What follows belongs to an exercise in optimizing a design on an open flow for small area, a short achievable clock period and few clock cycles per item; a production flow would make more cautious choices.
Only simulation tests tie the RTL to the original design; equivalence was not proved.
Power is estimated from default activity; no workload was simulated.

==> flow/design.v <==
package wdd_pkg;
  localparam int ValueW           = 32;
  localparam int WindowKW         = 5;
  localparam int DefaultMaxWindow = 16;
  typedef struct packed {
    logic signed [ValueW-1:0] value;
    logic                     last_item;
  } wdd_in_t;
  typedef struct packed {
    logic match_now;
    logic found_so_far;
    logic array_done;
  } wdd_out_t;
endpackage
module wdd_cell (
  input  logic                              in_window_i,
  input  logic signed [wdd_pkg::ValueW-1:0] probe_i,
  input  logic signed [wdd_pkg::ValueW-1:0] value_i,
  output logic                              hit_o
);
  assign hit_o = in_window_i && (value_i == probe_i);
endmodule
module windowed_duplicate_detector
#(
  parameter int MAX_WINDOW = wdd_pkg::DefaultMaxWindow
) (
  input  logic                clk_i,
  input  logic                rst_ni,
  input  logic                in_valid_i,
  output logic                in_stall_o,
  input  wdd_pkg::wdd_in_t             in_data_i,
  output logic                out_valid_o,
  input  logic                out_stall_i,
  output wdd_pkg::wdd_out_t            out_data_o,
  input  logic                cfg_we_i,
  input  logic [wdd_pkg::WindowKW-1:0] cfg_wdata_i
);
  localparam int N     = MAX_WINDOW;
  localparam int PhW   = (N > 16) ? 5 : (N > 8) ? 4 : (N > 4) ? 3 : (N > 2) ? 2 : 1;
  localparam int CntW  = (N > 15) ? 5 : (N > 7) ? 4 : (N > 3) ? 3 : (N > 1) ? 2 : 1;
  localparam int NGrp  = (N % 2 == 0) ? N / 2 : N;
  localparam int GrpSz = N / NGrp;
  localparam int QD    = 3;
  logic [N-1:0][wdd_pkg::ValueW-1:0] ring_q;
  logic [CntW-1:0]              fill_q, fill_d;
  logic [PhW-1:0]               phase_q, phase_d;
  logic [wdd_pkg::WindowKW-1:0] window_k_q, window_k_d;
  logic                         stall_q, stall_d;
  logic                         in_xfer;
  logic [N-1:0]                 in_window;
  logic [CntW-1:0]              span_q, span_d;
  logic [N-1:0]                 hit_vec;
  logic [NGrp-1:0]              grp_hit;
  logic [NGrp-1:0]              hit_q;
  logic                         hlast_q;
  logic                         hvalid_q;
  logic                         seen_q;
  wdd_pkg::wdd_out_t            res;
  logic [QD-1:0][2:0]           q_data, q_data_d;
  logic [QD-1:0]                q_valid, q_valid_d;
  logic                         pop;
  assign in_stall_o = stall_q;
  assign in_xfer    = in_valid_i && !stall_q;
  always_ff @(posedge clk_i) begin
    ring_q[0] <= in_xfer ? in_data_i.value : ring_q[N-1];
    for (int j = 1; j < N; j++) begin
      ring_q[j] <= ring_q[j-1];
    end
  end
  always_comb begin
    span_d = span_q;
    if (cfg_we_i) begin
      span_d = (32'(fill_q) < 32'(window_k_d)) ? fill_q : CntW'(window_k_d);
    end else if (in_xfer) begin
      if (in_data_i.last_item) begin
        span_d = '0;
      end else if (32'(span_q) != 32'(window_k_q)) begin
        span_d = span_q + CntW'(1);
      end
    end
  end
  always_ff @(posedge clk_i or negedge rst_ni) begin
    if (!rst_ni) begin
      span_q <= '0;
    end else begin
      span_q <= span_d;
    end
  end
  for (genvar gi = 0; gi < N; gi++) begin : g_cell
    assign in_window[gi] = (CntW'(gi) < span_q);
    wdd_cell u_cell (
      .in_window_i(in_window[gi]),
      .probe_i    (in_data_i.value),
      .value_i    (ring_q[gi]),
      .hit_o      (hit_vec[gi])
    );
  end
  for (genvar gg = 0; gg < NGrp; gg++) begin : g_grp
    assign grp_hit[gg] = |hit_vec[gg*GrpSz +: GrpSz];
  end
  always_comb begin
    fill_d  = fill_q;
    phase_d = (phase_q == PhW'(N - 1)) ? '0 : phase_q + PhW'(1);
    if (in_xfer) begin
      phase_d = '0;
      if (in_data_i.last_item) begin
        fill_d = '0;
      end else if (fill_q != CntW'(N)) begin
        fill_d = fill_q + CntW'(1);
      end
    end
  end
  always_comb begin
    if (32'(cfg_wdata_i) > N) begin
      window_k_d = wdd_pkg::WindowKW'(N);
    end else begin
      window_k_d = cfg_wdata_i;
    end
  end
  always_ff @(posedge clk_i or negedge rst_ni) begin
    if (!rst_ni) begin
      window_k_q <= '0;
    end else if (cfg_we_i) begin
      window_k_q <= window_k_d;
    end
  end
  always_ff @(posedge clk_i or negedge rst_ni) begin
    if (!rst_ni) begin
      fill_q   <= '0;
      phase_q  <= '0;
      hvalid_q <= 1'b0;
    end else begin
      fill_q   <= fill_d;
      phase_q  <= phase_d;
      hvalid_q <= in_xfer;
    end
  end
  always_ff @(posedge clk_i) begin
    hit_q   <= grp_hit;
    hlast_q <= in_data_i.last_item;
  end
  always_comb begin
    res.match_now    = |hit_q;
    res.found_so_far = seen_q || res.match_now;
    res.array_done   = hlast_q;
  end
  always_ff @(posedge clk_i or negedge rst_ni) begin
    if (!rst_ni) begin
      seen_q <= 1'b0;
    end else if (hvalid_q) begin
      seen_q <= hlast_q ? 1'b0 : res.found_so_far;
    end
  end
  assign pop = q_valid[0] && !out_stall_i;
  always_comb begin
    logic [QD-1:0] v_after;
    logic          placed;
    v_after = pop ? (q_valid >> 1) : q_valid;
    placed  = 1'b0;
    q_valid_d = v_after;
    for (int e = 0; e < QD; e++) begin
      q_data_d[e] = (pop && e < QD - 1) ? q_data[(e < QD - 1) ? e + 1 : e] : q_data[e];
      if (hvalid_q && !placed && !v_after[e]) begin
        q_data_d[e]  = res;
        q_valid_d[e] = 1'b1;
        placed       = 1'b1;
      end
    end
  end
  always_ff @(posedge clk_i or negedge rst_ni) begin
    if (!rst_ni) begin
      q_valid <= '0;
    end else begin
      q_valid <= q_valid_d;
    end
  end
  always_ff @(posedge clk_i) begin
    for (int e = 0; e < QD; e++) begin
      q_data[e] <= q_data_d[e];
    end
  end
  assign stall_d = q_valid_d[QD-1] || (q_valid_d[QD-2] && in_xfer) ||
                   (!in_xfer && (fill_q != '0) && (phase_q != PhW'(N - 1)));
  always_ff @(posedge clk_i or negedge rst_ni) begin
    if (!rst_ni) begin
      stall_q <= 1'b0;
    end else begin
      stall_q <= stall_d;
    end
  end
  assign out_valid_o = q_valid[0];
  assign out_data_o  = q_data[0];
endmodule
module wdd_top (
  input  logic        clk_i,
  input  logic        rst_ni,
  input  logic        in_valid_i,
  output logic        in_stall_o,
  input  logic [31:0] in_value_i,
  input  logic        in_last_i,
  output logic        out_valid_o,
  input  logic        out_stall_i,
  output logic        out_match_now_o,
  output logic        out_found_so_far_o,
  output logic        out_array_done_o,
  input  logic        cfg_we_i,
  input  logic [4:0]  cfg_wdata_i
);
  wdd_pkg::wdd_in_t  in_data;
  wdd_pkg::wdd_out_t out_data;
  assign in_data.value     = in_value_i;
  assign in_data.last_item = in_last_i;
  windowed_duplicate_detector u_wdd (
    .clk_i(clk_i), .rst_ni(rst_ni),
    .in_valid_i(in_valid_i), .in_stall_o(in_stall_o), .in_data_i(in_data),
    .out_valid_o(out_valid_o), .out_stall_i(out_stall_i), .out_data_o(out_data),
    .cfg_we_i(cfg_we_i), .cfg_wdata_i(cfg_wdata_i)
  );
  assign out_match_now_o    = out_data.match_now;
  assign out_found_so_far_o = out_data.found_so_far;
  assign out_array_done_o   = out_data.array_done;
endmodule
==> flow/flow/run.sh <==
#!/bin/bash
# The standard layout (the standard.sh, unchanged synthesis, floorplan,
# power grid and tap cells), with two placement/repair settings changed:
#  - the port buffers are plain buf_4 cells instead of the delay-buffer cell
#    buffer_ports picks by default (every port still gets its own buffer);
#  - gate sizing may swap a cell for one with a different footprint.
# The full output of the run goes to standard.log in this folder.
set -o pipefail
bash standard.sh \
  BUFFER_PORTS_ARGS="-buffer_cell sky130_fd_sc_hd__buf_4" \
  MATCH_CELL_FOOTPRINT=0 \
  finish > standard.log 2>&1
==> flow/standard.sh <==
#!/bin/bash
# synth_recipe.tcl (not shown) runs the flow's synth.tcl, then flattens the netlist and writes it again
# the make line also repeats each setting of config.mk as NAME=value (left out here)
make -C /OpenROAD-flow-scripts/flow DESIGN_CONFIG=/design/flow/config.mk WORK_HOME=/design/flow/orfs CLKGATE_MAP_FILE= SYNTH_SCRIPT=/design/flow/synth_recipe.tcl "${@:-finish}"
==> flow/config.mk <==
export PLATFORM = sky130hd
export DESIGN_NAME = wdd_top
export DESIGN_NICKNAME = wdd_top
export VERILOG_FILES = /design/flow/design.v
export SDC_FILE = /design/flow/constraint.sdc
export NUM_CORES = 4
export LEC_CHECK = 0
export CAP_MARGIN = 20
export CORE_MARGIN = 2
export CORE_UTILIZATION = 60
export CTS_CLUSTER_DIAMETER = 80
export CTS_CLUSTER_SIZE = 25
export PLACE_DENSITY = 0.75
export SETUP_SLACK_MARGIN = 2.15
export SLEW_MARGIN = 20
==> flow/constraint.sdc <==
create_clock -name core_clock -period 4.0 [get_ports {clk_i}]
set_input_delay 0.8000 -clock core_clock [delete_from_list [all_inputs] [get_ports {clk_i}]]
set_output_delay 0.8000 -clock core_clock [all_outputs]
set_load 0.01 [all_outputs]
==> results by group, run 1 <==
Timing
  • Max frequency: 518 MHz
  • Setup Skew: 29.0 ps
  • Slew @ Worst Pin: 541 ps
  • Final hold violations: 0
  • Slew Limit Fails: 0
  • RSZ-0062 raised after global routing: true
  • Minimum clock period: 1930 ps
  • Slew HR: 63.6%
  • Post-route setup slack: 2070 ps
  • Fin crit share: 48.3%
  • Final TNS setup: 0 ps
  • Final setup vio count: 0

Synth
  • Register area share after synthesis: 59.6%
  • Synth warn: 1
  • Main area contributors after synthesis: dfxtp_1 (55%), xnor2_1 (12%), xor2_1 (12%)
  • Top cell type's share of synthesized area: 54.9%
  • Top FF cell, synth: dfxtp_1
  • Mapped Cells: 1578
  • Syn_area_per_cell: 12.0 µm²
  • Async set-reset flop share out of synthesis: 4.50%
  • Leading area contributor after synthesis: dfxtp_1
  • Syn Nets: 1629
  • Post-synthesis cell type count: 50
  • EDFF count, synth: 9
  • Mapped Area: 19000 µm²
  • Yosys reg bits: 555

Clocking
  • CTS tree: done
  • Clk buf depth: 3
  • H-tree depth: 1
  • Worst-Skew Late Latency: 570 ps
  • CTS Buf Count: 26
  • CTS sink cnt: 555
  • Hold Buf Count CTS: 0
  • Clk slew on worst S/H paths: 110 ps
  • CTS Root Cell: clkbuf_16

Drt
  • Initial DRC count: 1298
  • Vias per inst: 5.71
  • Vias after detailed routing: 11357
  • Post-Route WL: 50.5 mm
  • Pre-antenna DRT Iters: 5
  • Routed WL per cell: 25.4 µm
  • Remaining antenna violation count: 0
  • Drc violations: 0

Power and ir drop
  • Maximum vdd drop: 0.389 mV
  • Net Sw Power: 0.00436 W
  • Internal: 0.00963 W
  • Combinational group share of total power: 17.6%
  • Power Dens Cells: 689 nW/µm²
  • Part of the power in registers: 61.6%
  • Switching Fraction: 31.2%
  • Leak Pwr: 7.99 nW
  • Clock share of power: 20.8%

Placement
  • Final HPWL DP: 34.6 mm
  • PortBufs: 47
  • Place WS: 1530 ps
  • Gp weighted congestion: 0.889

Worst setup path
  • R2r startpoint: u_wdd.span_q[2]
  • Setup crit start kind: flip-flop
  • Data required, critical path: 3200 ps
  • Critical Path Start: u_wdd.q_valid[0]
  • Crit-path cells: buf_6
  • CP Capture Type: primary output
  • Slowest library cell on the worst path: dfrtp_2
  • Crit path max fanout: 2
  • CP max stage delay: 430 ps
  • Delay-heaviest family, CP: flip-flops
  • Worst Path Arrival: 1130 ps
  • Crit path buf inv count: 1
  • WS Path Type: flip-flop to primary output

Global route
  • Global route overflow: 0
  • Global-route wire length before repair: 73.4 mm
  • Vias in the first global route: 11374
  • Largest net degree at the start of global routing: 47
  • GRT Util Overall: 30.4%
  • Antenna violations before repair: 1

Floorplanning
  • Die area: 33100 µm²
  • Top Ports: 48
  • Core area: 31400 µm²
  • Num rows: 65
  • Die width: 182 µm
  • Die Height: 182 µm
  • Initial Util: 60.6%

Status
  • Status: timing/DRC/antenna clean

Finish
  • FILL cells: 2407
  • Final nets: 1633
  • Area Growth Syn to Fin: 6.82%
  • Most frequent cells in the layout: dfxtp_1 (521), xor2_1 (254), xnor2_1 (252)
  • Fraction of layout cells with a size suffix above 1: 9.07%
  • Commonest non-fill, non-tap cell in the layout: dfxtp_1

Run
  • Max cap viols: 0

Worst hold path
  • HP Class: primary input to async pin
-- kinds of logic after synthesis --
logic type	count (synthesis)	share of synthesized area [%]
AO/OA/AOI/OAI	51	2.08
XOR/XNOR	520	24.1
adder cells (fa/ha/maj)	8	0.527
buffers and inverters	89	3.40
flip-flops	555	59.6
multiplexers	23	1.28
AND/OR/NAND/NOR	332	9.06
-- sequential cells by signal (all words and copies together), names as in the netlist --
signal,cells
u_wdd.hlast_q,1
u_wdd.seen_q,1
u_wdd.q_valid,3
u_wdd.span_q,5
u_wdd.window_k_q,5
u_wdd.q_data,9
u_wdd.hit_q,8
u_wdd.fill_q,5
u_wdd.phase_q,4
u_wdd.hvalid_q,1
u_wdd.ring_q,512
u_wdd.stall_q,1
-- routing by layer --
| metal | share of wire, % | GRT usage (%) |
|---|---|---|
| met5 | 0.014 | 0 |
| met3 | 9.1 | 5.90 |
| met4 | 4.1 | 12.9 |
| met1 | 42 | 42.1 |
| met2 | 44 | 46.8 |
-- layout make-up --
class / instances / area, µm² / area share (%)
Inverter: 7 / 33.8 / 0.166
Sequential cell: 555 / 11300 / 55.9
Timing Repair Buffer: 58 / 488 / 2.40
Antenna cell: 1 / 2.50 / 0.0123
Clock buffer: 32 / 694 / 3.42
Clock inverter: 1 / 20.0 / 0.0986
Tap cell: 402 / 503 / 2.48
Multi-Input combinational cell: 934 / 7220 / 35.6
-- timing repair --
item / CTS / global route
setup endpoints to repair: 23 / 18
buffers inserted: 1 / 9
hold endpoints to repair: 0 / 0
resized for setup: 20 / 22
pin swaps: 0 / 2
-- final timing paths --
| check | to | slack [ps] | depth (start not counted) |
|---|---|---|---|
| worst min-delay path | u_wdd.stall_q | 110 | 1 |
| worst min register to register | u_wdd.ring_q[190] | 340 | 0 |
| worst max register to register | u_wdd.span_q[3] | 2150 | 6 |
| min in group core_clock | u_wdd.ring_q[190] | 340 | 0 |
| worst max-delay path | out_valid_o | 2070 | 1 |
| max in group asynchronous | u_wdd.span_q[4] | 3610 | 1 |
-- cells in the mapped netlist, types with 11 or more instances --
master   number
nand2_1     111
buf_6        24
nor3_1       13
mux2_2       11
mux2i_1      12
a21oi_1      11
nand3_1      18
xnor2_1     263
dfrtp_1      25
xor2_1      254
dfxtp_1     521
buf_2        21
buf_4        24
nor2_1       17
nor4_1       74
nand4_1      77
-- metrics by stage --
| stage | util [%] | cells | area, µm² | power, W | hold WS, ps |
|---|---|---|---|---|---|
| 2_1_floorplan | - | 1578 | 19500 | 0.00998 | 349 |
| 3_3_place_gp | 61.7 | 1946 | 19400 | 0.0109 | 352 |
| 3_5_place_dp | 61.7 | 1946 | 19400 | 0.0110 | 353 |
| 4_1_cts | 64.2 | 1980 | 20200 | 0.0139 | 117 |
| 5_1_grt | 64.7 | 1989 | 20300 | 0.0145 | 130 |
| 6_report | 64.7 | 1990 | 20300 | 0.0140 | 106 |
-- power by group through the flow --
stage	Combinational [W]	Sequential (W)	Clock, W
CTS	0.00236	0.00858	0.00291
global placement	0.00228	0.00867	0
global route	0.00267	0.00874	0.00313
finish	0.00246	0.00863	0.00291
floorplan	0.00194	0.00804	0
detailed placement	0.00232	0.00867	0
Testbench counts, summed over its fixed seeds: cycles 16,795, items 16,384.
==> inputs of run 2 (changes only) <==
--- a/flow/config.mk
+++ b/flow/config.mk
@@ -8,8 +8,8 @@
 export CAP_MARGIN = 20
 export CORE_MARGIN = 2
-export CORE_UTILIZATION = 60
-export CTS_CLUSTER_DIAMETER = 80
-export CTS_CLUSTER_SIZE = 25
-export PLACE_DENSITY = 0.75
+export CORE_UTILIZATION = 55
+export CTS_CLUSTER_DIAMETER = 60
+export CTS_CLUSTER_SIZE = 20
+export PLACE_DENSITY = 0.7
 export SETUP_SLACK_MARGIN = 2.15
 export SLEW_MARGIN = 20
==> results by group, run 2 <==
Synth
  • Mapped Area: 19000 µm²
  • Top FF cell, synth: dfxtp_1
  • EDFF count, synth: 9
  • Leading area contributor after synthesis: dfxtp_1
  • Syn Nets: 1629
  • Synth warn: 1
  • Top-count cell post-synth: dfxtp_1
  • Async set-reset flop share out of synthesis: 4.50%
  • Main area contributors after synthesis: dfxtp_1 (55%), xnor2_1 (12%), xor2_1 (12%)
  • Top cell type's share of synthesized area: 54.9%
  • Yosys reg bits: 555
  • Mapped Cells: 1578
  • Top cells by count, synth: dfxtp_1 (521), xnor2_1 (263), xor2_1 (254)
  • Post-synthesis cell type count: 50
  • Syn_area_per_cell: 12.0 µm²
  • Register area share after synthesis: 59.6%

Timing
  • Max frequency: 533 MHz
  • Final TNS setup: 0 ps
  • Setup Skew: 19.6 ps
  • Slew Limit Fails: 0
  • Final setup vio count: 0
  • Post-route setup slack: 2130 ps
  • Slew @ Worst Pin: 514 ps
  • Slew HR: 65.4%
  • Minimum clock period: 1870 ps
  • Fin crit share: 46.9%
  • WHS: 158 ps
  • RSZ-0062 raised after global routing: true
  • Final hold violations: 0

Clocking
  • Clk buf depth: 3
  • Clk slew on worst S/H paths: 80 ps
  • CTS sink cnt: 555
  • CTS Root Cell: clkbuf_16
  • CTS tree: done
  • Hold Buf Count CTS: 0
  • Worst-Skew Late Latency: 540 ps
  • H-tree depth: 2
  • CTS Buf Count: 35

Worst setup path
  • Setup crit start kind: flip-flop
  • CP max stage delay: 410 ps
  • Worst Path Arrival: 1070 ps
  • R2r startpoint: u_wdd.span_q[3]
  • Slowest library cell on the worst path: dfrtp_1
  • R2R depth: 6
  • Crit path buf inv count: 1
  • WP depth: 1
  • Data required, critical path: 3200 ps
  • CP endpoint: in_stall_o
  • Delay-heaviest family, CP: flip-flops
  • Worst reg2reg setup slack: 2150 ps
  • Critical Path Start: u_wdd.stall_q
  • Crit-path cells: buf_6
  • WS Path Type: flip-flop to primary output
  • Crit path max fanout: 2
  • CP Capture Type: primary output
  • R2r endpoint: u_wdd.hit_q[2]

Power and ir drop
  • Switching Fraction: 30.9%
  • Leak Pwr: 8.19 nW
  • Combinational group share of total power: 16.9%
  • Net Sw Power: 0.00454 W
  • Internal: 0.0102 W
  • Clock share of power: 24.5%
  • Power consumption: 0.0147 W
  • Maximum vdd drop: 0.424 mV
  • Power Dens Cells: 708 nW/µm²
  • Part of the power in registers: 58.6%

Placement
  • Place WS: 1520 ps
  • Final HPWL DP: 35.1 mm
  • Gp weighted congestion: 0.894
  • PortBufs: 47
  • Inst Count DP: 2000

Worst hold path
  • HP Class: primary input to async pin

Drt
  • Remaining antenna violation count: 0
  • Pre-antenna DRT Iters: 5
  • Initial DRC count: 985
  • Vias after detailed routing: 11231
  • Drc violations: 0
  • Post-Route WL: 51.5 mm
  • Routed WL per cell: 25.0 µm
  • Vias per inst: 5.45

Run
  • Max cap viols: 0

Floorplanning
  • Die Height: 190 µm
  • Core area: 34300 µm²
  • Top Ports: 48
  • Die area: 36100 µm²
  • Num rows: 68
  • Initial Util: 55.4%
  • Die width: 190 µm

Finish
  • Final Non-Filler Cells: 2062
  • Most flop-heavy register: u_wdd.ring_q
  • Area Growth Syn to Fin: 9.41%
  • Commonest non-fill, non-tap cell in the layout: dfxtp_1
  • Most frequent cells in the layout: dfxtp_1 (521), xor2_1 (254), xnor2_1 (252)
  • Max reg flops: 512
  • Regs by FF count: u_wdd.ring_q x512, u_wdd.q_data x9, u_wdd.hit_q x8
  • Fraction of layout cells with a size suffix above 1: 10.3%
  • Final nets: 1644

Global route
  • Vias in the first global route: 11447
  • Global route overflow: 0
  • Antenna violations before repair: 1
  • GRT Util Overall: 28.8%
  • Largest net degree at the start of global routing: 46
  • Global-route wire length before repair: 74.6 mm

Status
  • Status: timing/DRC/antenna clean
## run 2: power groups by stage
stage	Sequential, W	Clock [W]	Combinational (W)
floorplan	0.00804	0	0.00194
global placement	0.00868	0	0.00231
detailed placement	0.00867	0	0.00233
CTS	0.00859	0.00364	0.00237
global route	0.00874	0.00384	0.00271
finish	0.00863	0.00361	0.00249
## run 2: logic make-up after synthesis
kind of cell,share of synthesized area (%)
AO/OA/AOI/OAI,2.08
XOR/XNOR,24.1
adder cells (fa/ha/maj),0.527
buffers and inverters,3.40
flip-flops,59.6
multiplexers,1.28
AND/OR/NAND/NOR,9.06
## run 2: how the worst min path moves through the flow
| stage | start | end | slack (ps) | cells after the start |
|---|---|---|---|---|
| 6_report | rst_ni | u_wdd.q_valid[0] | 160 | 1 |
| 5_1_grt | rst_ni | u_wdd.q_valid[0] | 160 | 1 |
| 4_1_cts | rst_ni | u_wdd.stall_q | 150 | 1 |
| 3_5_place_dp | u_wdd.ring_q[408] | u_wdd.ring_q[440] | 350 | 0 |
| 3_3_place_gp | u_wdd.ring_q[172] | u_wdd.ring_q[204] | 350 | 0 |
| 2_1_floorplan | u_wdd.ring_q[71] | u_wdd.ring_q[103] | 350 | 0 |
## run 2: area by class of cell
class,count,area [µm²]
fillers,2715,13500
flip-flops and latches,555,11300
multi-input cells,934,7250
clock buffers,41,940
well taps,455,569
repair buffers,60,564
clock inverters,9,109
inverters,7,27.5
diodes,1,2.50
## run 2: layer usage
metal | vias to the layer above | wire length (µm) | global-route usage [%]
li1 | 5219 | - | -
met1 | 5419 | 22100 | 38.2
met2 | 463 | 23100 | 45.1
met3 | 130 | 3810 | 6.24
met4 | 0 | 2400 | 13.4
met5 | - | 0 | 0
## run 2: timing repair
item | CTS | global route
gates resized for setup | 16 | 36
setup endpoints to repair | 19 | 19
setup buffers | 1 | 10
pin swaps | 0 | 5
## run 2: through the flow
step                      instance area (µm²)  util, %
after CTS                               20600     60.0
after floorplan                         19500        -
after detailed placement                19500     56.7
final                                   20800     60.7
after global placement                  19500     56.7
after global routing                    20800     60.7

[afterwards: timing with drivers on the ports]
The results above use ideal ports. As a check the final layouts listed here were re-extracted and re-timed, cells and wires unchanged.
Step 1 sets driving cells, clkbuf_16 on the clock port and buf_2 on the other inputs (assumed; they add their load-dependent delay and slew).
Step 2 moves the port delays by t, midway between the first and last clock arrival at a register: inputs arrive t later, outputs are due t later. That takes back most of the time a late clock gives input paths.
Three values: no drivers, after step 1, after step 2; two values: the first two.
| run | shift t [ns] | slack for setup (ns) | slew at the worst register clock pin (ns) |
|---|---|---|---|
| run 1 | 0.614 | 2.070 / 2.019 / 1.523 | 0.11 / 0.11 |
| run 2 | 0.585 | 2.125 / 2.071 / 1.613 | 0.09 / 0.09 |
After both steps setup and hold are still met in every run listed. The setup slack of run 1, which loses most, moves by -0.051 ns with the drivers and by -0.547 ns with both steps.
